Source: an optimization exercise on an open RTL-to-GDS flow (aim: small area, a short achievable clock period and few clock cycles per item). Production flows keep margins and buffers that such runs may drop. The RTL was checked by simulation tests, not by an equivalence proof against the original design. Power and IR drop assume default switching activity.

Setup of run A:
Design apostolico_crochemore_matcher_core, start of the top module:
module apostolico_crochemore_matcher_core (
    input  logic             aclk,
    input  logic             aresetn,
    input  logic             s_valid,
    output logic             s_ready,
    input  logic             s_cmd,
    input  logic [7:0]       s_data,
    input  logic             s_last,
    output logic             m_valid,
    input  logic             m_ready,
    output logic             m_found,
    output logic [acm_pkg::POS_W-1:0] m_position
);
    localparam int N     = acm_pkg::MAX_PATTERN;    
    localparam int AW    = acm_pkg::ADDR_W;         
    localparam int IW    = acm_pkg::IDX_W;          
    localparam int POS_W = acm_pkg::POS_W;
    logic             sv, scmd, slast;      
    logic [7:0]       sdata;
    logic             iv, icmd, ilast;      
    logic [7:0]       idata;
    logic             acc, hold;
    assign acc = s_valid && !sv;
    always_ff @(posedge aclk) begin
        if (!hold) begin
            idata <= sv ? sdata : s_data;
            icmd  <= sv ? scmd  : s_cmd;
            ilast <= sv ? slast : s_last;
        end else if (!sv) begin
            sdata <= s_data;
            scmd  <= s_cmd;
            slast <= s_last;
        end
    end
    always_ff @(posedge aclk) begin
        if (!aresetn) begin
            iv <= 1'b0;
            sv <= 1'b0;
        end else if (!hold) begin
            iv <= sv || acc;
            sv <= 1'b0;
        end else begin
            sv <= sv || acc;
        end
    end
    logic             loading, have, fresh;
    logic [IW-1:0]    kcnt;         
  ...
==> flow/config.mk <==
export PLATFORM = sky130hd
export DESIGN_NAME = apostolico_crochemore_matcher_core
export DESIGN_NICKNAME = apostolico_crochemore_matcher_core
export VERILOG_FILES = /design/flow/design.v
export SDC_FILE = /design/flow/constraint.sdc
export NUM_CORES = 4
export LEC_CHECK = 0
export CAP_MARGIN = 20
export CORE_MARGIN = 2
export CORE_UTILIZATION = 40
export CTS_BUF_LIST = sky130_fd_sc_hd__clkbuf_4 sky130_fd_sc_hd__clkbuf_8
export SLEW_MARGIN = 20
==> flow/constraint.sdc <==
create_clock -name core_clock -period 8.0 [get_ports {aclk}]
set_input_delay 1.6000 -clock core_clock [delete_from_list [all_inputs] [get_ports {aclk}]]
set_output_delay 1.6000 -clock core_clock [all_outputs]
set_load 0.01 [all_outputs]
standard.sh (not shown) runs the stock make flow with config.mk's settings and CLKGATE_MAP_FILE= SYNTH_SCRIPT=/design/flow/synth_recipe.tcl, a recipe that flattens the netlist after the stock synthesis.
==> flow/flow/run.sh <==
#!/bin/bash
set -euo pipefail
bash standard.sh SETUP_SLACK_MARGIN=5.5 finish > flow_standard.log 2>&1
Run A went all the way through synthesis, placement and routing and the layout is clean on timing, DRC and antenna.
Testbench counts of run A, summed over its fixed seeds: cycles 28,267, text beats 26,169.
#### Input delta (run B over run A)
# run A
export LEC_CHECK = 0
export CAP_MARGIN = 20
export CORE_MARGIN = 2
export CORE_UTILIZATION = 40
export CTS_BUF_LIST = sky130_fd_sc_hd__clkbuf_4 sky130_fd_sc_hd__clkbuf_8
export SLEW_MARGIN = 20
create_clock -name core_clock -period 8.0 [get_ports {aclk}]
# run B
export LEC_CHECK = 0
export CAP_MARGIN = 20
export CORE_MARGIN = 2
export CORE_UTILIZATION = 40
export CTS_BUF_LIST = sky130_fd_sc_hd__clkbuf_16
export CTS_CLUSTER_DIAMETER = 80
export CTS_CLUSTER_SIZE = 30
export SLEW_MARGIN = 20
create_clock -name core_clock -period 8.0 [get_ports {aclk}]
Findings:
Taking run A as the reference, in run B final-layout clock buffer total shows a reduction of 139; fraction of met3 tracks used by global routing lower; post-layout net count now smaller.
In the flow results for run A and run B, the total power is larger on run A.
Lower post-layout utilization of the core was reported by run B, not run A.
For run C, these inputs were changed with respect to run B:
# run B
export LEC_CHECK = 0
export CAP_MARGIN = 20
export CORE_MARGIN = 2
export CORE_UTILIZATION = 40
export CTS_BUF_LIST = sky130_fd_sc_hd__clkbuf_16
export CTS_CLUSTER_DIAMETER = 80
export CTS_CLUSTER_SIZE = 30
export SLEW_MARGIN = 20
create_clock -name core_clock -period 8.0 [get_ports {aclk}]
# run C
export LEC_CHECK = 0
export CAP_MARGIN = 20
export CORE_MARGIN = 2
export CORE_UTILIZATION = 60
export SETUP_SLACK_MARGIN = 5
export SLEW_MARGIN = 20
create_clock -name core_clock -period 8.0 [get_ports {aclk}]
==> flow/run.sh (new file) <==
#!/bin/bash
# synth_recipe.tcl (not shown) runs the flow's synth.tcl, then flattens the netlist and writes it again
# the make line also repeats each setting of config.mk as NAME=value (left out here)
make -C /OpenROAD-flow-scripts/flow DESIGN_CONFIG=/design/flow/config.mk WORK_HOME=/design/flow/orfs CLKGATE_MAP_FILE= SYNTH_SCRIPT=/design/flow/synth_recipe.tcl finish
removed: flow/flow/run.sh
removed: flow/standard.sh
[summary]
Between run B and run C, proportion of power drawn by combinational gates decreased. Comparing run B with run C, the number of standard cells after synthesis came out essentially unchanged. Run C — worst hold margin 0.0054 ns higher, run B as reference. Where global-route wire length before repair is concerned, run B is outperformed by run C. Run B → run C: largest net degree at the start of global routing has increased, floorplan die area has decreased, worst setup slack has decreased, layout overhead on the synthesized area has increased. The synthesized area was comparable across run B and run C. Taking run B as the reference, in run C maximum frequency has decreased, number of global-route vias before repair decreased by about 1.4% relative to the old numbers.
diff inputs: run C => run D
# run C
export LEC_CHECK = 0
export CAP_MARGIN = 20
export CORE_MARGIN = 2
export CORE_UTILIZATION = 60
export SETUP_SLACK_MARGIN = 5
export SLEW_MARGIN = 20
create_clock -name core_clock -period 8.0 [get_ports {aclk}]
# run D
export LEC_CHECK = 0
export CAP_MARGIN = 20
export CORE_MARGIN = 2
export CORE_UTILIZATION = 40
export CTS_BUF_LIST = sky130_fd_sc_hd__clkbuf_8
export CTS_CLUSTER_DIAMETER = 50
export CTS_CLUSTER_SIZE = 16
export SLEW_MARGIN = 20
create_clock -name core_clock -period 8.0 [get_ports {aclk}]
==> flow/flow/run.sh (new file) <==
#!/bin/bash
set -euo pipefail
bash standard.sh SETUP_SLACK_MARGIN=5.5 finish > flow_standard.log 2>&1
==> flow/standard.sh (new file) <==
#!/bin/bash
# synth_recipe.tcl (not shown) runs the flow's synth.tcl, then flattens the netlist and writes it again
# the make line also repeats each setting of config.mk as NAME=value (left out here)
make -C /OpenROAD-flow-scripts/flow DESIGN_CONFIG=/design/flow/config.mk WORK_HOME=/design/flow/orfs CLKGATE_MAP_FILE= SYNTH_SCRIPT=/design/flow/synth_recipe.tcl "${@:-finish}"
removed: flow/run.sh
## What came out
- | count of clock-buffer cells in the layout | run D vs run C | 36 lower |
- A class of the most critical setup path of in2reg is what run C shows, while reg2out belongs to run D.
- Share of power burned in combinational logic | run D above run C
- Taking run C as the reference, in run D portion of the layout cell area used by clock cells now sits lower; final area decreased by 550 um^2 relative to the old numbers.

[port drivers added, routing unchanged]
In the flow no input, the clock included, has a driving cell. The finished layouts below were timed again as built, in two steps. Step 1: set_driving_cell puts a clkbuf_16 on aclk and a buf_2 on each other input, an assumption about the parent block. Step 2, shift: input delay + t, output delay - t, t = (earliest + latest rising clock arrival at the registers) / 2. This alone moves slack from input paths to output paths. a / b / c = ideal ports / drivers / drivers and shift; a / b = the first two.
run | t (ns) | setup WS [ns] | clock arrival spread, ns
run A | 0.751 | 5.178 / 5.126 / 4.881 | 0.032 / 0.032
run B | 0.672 | 5.243 / 5.188 / 4.888 | 0.033 / 0.034
run C | 0.637 | 5.091 / 5.101 / 4.486 | 0.022 / 0.021
run D | 0.735 | 5.170 / 5.118 / 4.903 | 0.052 / 0.052
After both steps setup and hold are still met in every run listed. The setup slack of run C, which loses most, moves by +0.010 ns with the drivers and by -0.605 ns with both steps.
